Source: an optimization exercise on an open RTL-to-GDS flow (aim: small area, a short achievable clock period and few clock cycles). Production flows keep margins and buffers that such runs may drop.
Only simulation tests tie the RTL to the original design; equivalence was not proved.
Power and IR drop assume default switching activity.

==> onyx: inputs <==
Design reorder_crossbar, start of the top module:
module reorder_crossbar (
    input  logic                                clk,
    input  logic                                arst_n,
    input  logic                                in_valid,
    input  logic [8*(16 + 2 + (2 * (16 + 4 + 2)))-1:0]       in_pe,
    input  logic [4*8-1:0]      in_data,
    output logic                                in_ready,
    output logic                                out_valid,
    output logic [((16 + 1 + 4 * 8) + 4 * ((2 * (16 + 4 + 2)) + 1))-1:0]                  out_beat,
    input  logic                                out_ready
);
export LEC_CHECK = 0
export CAP_MARGIN = 20
export CELL_PAD_IN_SITES_DETAIL_PLACEMENT = 1
export CELL_PAD_IN_SITES_GLOBAL_PLACEMENT = 1
export CORE_AREA = 3 3 262 262
export DIE_AREA = 0 0 265 265
export PLACE_DENSITY = 0.5
export SETUP_SLACK_MARGIN = 2.0
export SLEW_MARGIN = 20
export SYNTH_HIERARCHICAL = 1
export TNS_END_PERCENT = 5
create_clock -name core_clock -period 4.0 [get_ports {clk}]
standard.sh (not shown) runs the stock make flow with config.mk's settings and CLKGATE_MAP_FILE= SYNTH_SCRIPT=/design/flow/synth_recipe.tcl, a recipe that flattens the netlist after the stock synthesis.
==> flow/flow/run.sh <==
#!/bin/bash
# Standard layout (standard.sh, the standard flow's own ORFS flow) with these changes:
#  - the port buffers are plain buf_1 cells instead of the delay buffers
#    buffer_ports picks by default (every port still gets its buffer);
#  - after ORFS's pin placement, flow/place_pins.tcl lays the pins out in the
#    order of flow/pin_order.txt (made by gen/make_pin_order.py), which keeps
#    each bit slice's inputs and outputs together;
#  - clock tree synthesis without dummy balancing loads.
# make's full output goes to standard.log; ORFS keeps each step's log under orfs/logs.
export BUFFER_PORTS_ARGS="-buffer_cell sky130_fd_sc_hd__buf_1"
export POST_IO_PLACEMENT_TCL="$PWD/flow/place_pins.tcl"
export FLOW_PIN_ORDER="$PWD/flow/pin_order.txt"
export CTS_ARGS="-sink_clustering_enable -repair_clock_nets -dont_use_dummy_load"
bash standard.sh > standard.log 2>&1
Other scripts of this flow, unchanged in this note and not shown: flow/flow/pin_order.txt, flow/flow/place_pins.tcl
==> yarrow (differences from onyx) <==
--- a/flow/config.mk
+++ b/flow/config.mk
@@ -6,12 +6,12 @@
 export NUM_CORES = 4
 export LEC_CHECK = 0
 export CAP_MARGIN = 20
-export CELL_PAD_IN_SITES_DETAIL_PLACEMENT = 1
+export CELL_PAD_IN_SITES_DETAIL_PLACEMENT = 0
 export CELL_PAD_IN_SITES_GLOBAL_PLACEMENT = 1
 export CORE_AREA = 3 3 262 262
 export DIE_AREA = 0 0 265 265
-export PLACE_DENSITY = 0.5
+export PLACE_DENSITY = 0.55
 export SETUP_SLACK_MARGIN = 2.0
 export SLEW_MARGIN = 20
 export SYNTH_HIERARCHICAL = 1
-export TNS_END_PERCENT = 5
+export TNS_END_PERCENT = 0
==> flow_summary_export.csv <==
group,metric,value,unit
power,p_comb,0.00236,W
placement,preCtsSetupSlack,0.994,ns
run_status,outcome,"finished clean",
route,via_count,20000,
final_layout,antenna_cells,8,
worst_setup_path,worst-path-stages,8,
grt,use_met2,48.4,%
That was onyx.
==> flow_summary_export.csv <==
group,metric,value,unit
placement,gp_congestion,0.902,
final_layout,synthToLayoutAreaGrowth,47.3,%
route,via_per_inst,6.83,
placement,dp_cells,2774,
worst_setup_path,worst-path-stages,6,
route,via_count,19300,
power,p_comb,0.00214,W
final_layout,antenna_cells,5,
placement,preCtsSetupSlack,1.00,ns
run_status,outcome,"finished clean",
route,wl_met2,49800,um
That was yarrow.
Testbench counts of onyx, summed over its fixed seeds: cycles 9,200.
Testbench counts of yarrow, summed over its fixed seeds: cycles 9,200.

* * *

==> run a <==
reorder_crossbar again, from the RTL that the note above started with.
## reorder_crossbar
module reorder_crossbar (
    input  logic                                clk,
    input  logic                                arst_n,
    input  logic                                in_valid,
    input  logic [8*(16 + 2 + (2 * (16 + 4 + 2)))-1:0]       in_pe,
    input  logic [4*8-1:0]      in_data,
    output logic                                in_ready,
    output logic                                out_valid,
    output logic [((16 + 1 + 4 * 8) + 4 * ((2 * (16 + 4 + 2)) + 1))-1:0]                  out_beat,
    input  logic                                out_ready
);
export LEC_CHECK = 0
export CAP_MARGIN = 20
export CELL_PAD_IN_SITES_DETAIL_PLACEMENT = 2
export CELL_PAD_IN_SITES_GLOBAL_PLACEMENT = 2
export CORE_AREA = 3 3 262 262
export DIE_AREA = 0 0 265 265
export PLACE_DENSITY = 0.45
export SETUP_SLACK_MARGIN = 2.0
export SLEW_MARGIN = 20
export SYNTH_HIERARCHICAL = 1
export TNS_END_PERCENT = 0
create_clock -name core_clock -period 4.0 [get_ports {clk}]
==> flow/flow/run.sh <==
#!/bin/bash
# Standard layout (standard.sh, the standard flow's own ORFS flow) with these changes:
#  - the port buffers are plain buf_1 cells instead of the delay buffers
#    buffer_ports picks by default (every port still gets its buffer);
#  - pins are placed by annealing, with each bit slice's pins kept together
#    (flow/pin_groups.txt, made by gen/make_pin_groups.py);
#  - clock tree synthesis without dummy balancing loads.
# make's full output goes to standard.log; ORFS keeps each step's log under orfs/logs.
export BUFFER_PORTS_ARGS="-buffer_cell sky130_fd_sc_hd__buf_1"
export PLACE_PINS_ARGS="-annealing $(cat flow/pin_groups.txt)"
export CTS_ARGS="-sink_clustering_enable -repair_clock_nets -dont_use_dummy_load"
bash standard.sh > standard.log 2>&1
Other scripts of this flow, unchanged in this note and not shown: flow/flow/pin_groups.txt
==> run b: changes against run a <==
==> flow/flow/run.sh (replaced) <==
#!/bin/bash
# Standard layout (standard.sh, the standard flow's own ORFS flow) with these changes:
#  - the port buffers are plain buf_1 cells instead of the delay buffers
#    buffer_ports picks by default (every port still gets its buffer);
#  - pins are placed by annealing, with each bit slice's pins kept together
#    (flow/pin_groups.txt, made by gen/make_pin_groups.py);
#  - clock tree synthesis without dummy balancing loads, with sink clusters
#    of up to 30 registers within 200 um.
# make's full output goes to standard.log; ORFS keeps each step's log under orfs/logs.
export BUFFER_PORTS_ARGS="-buffer_cell sky130_fd_sc_hd__buf_1"
export PLACE_PINS_ARGS="-annealing $(cat flow/pin_groups.txt)"
export CTS_ARGS="-sink_clustering_enable -repair_clock_nets -dont_use_dummy_load -sink_clustering_size 30 -sink_clustering_max_diameter 200"
bash standard.sh > standard.log 2>&1
==> notes.md <==
- Run b aborted during I/O pin placement (3_2_place_iop) with PPL-0107. Run a did not get past I/O pin placement (3_2_place_iop).
- Synthesized cell count is the same in run b and run a.
- In synthesized area, run a and run b do not differ.
Testbench counts of run a, summed over its fixed seeds: cycles 9,200.
Testbench counts of run b, summed over its fixed seeds: cycles 9,200.

[port drivers added, routing unchanged]
Ports are ideal in the flow. The routed layouts listed here were re-timed in OpenROAD. Step 1, drivers: a clkbuf_16 drives clk and a buf_2 each remaining input, both assumed. Step 2 times the ports against the registers' clock, not the clock port: input delays grow and output delays shrink by t, the midpoint of the rising clock arrivals with the driver on. Three values: ideal, step 1, step 2; two values: the first two.
run | shift t [ns] | slack for setup (ns) | worst setup path at the end
onyx | 0.641 | 1.958 / 1.930 / 1.338 | input to register
yarrow | 0.570 | 1.941 / 1.906 / 1.424 | input to register
After both steps every run listed still meets setup and hold. The setup slack of onyx, which loses most, moves by -0.028 ns with the drivers and by -0.620 ns with both steps.
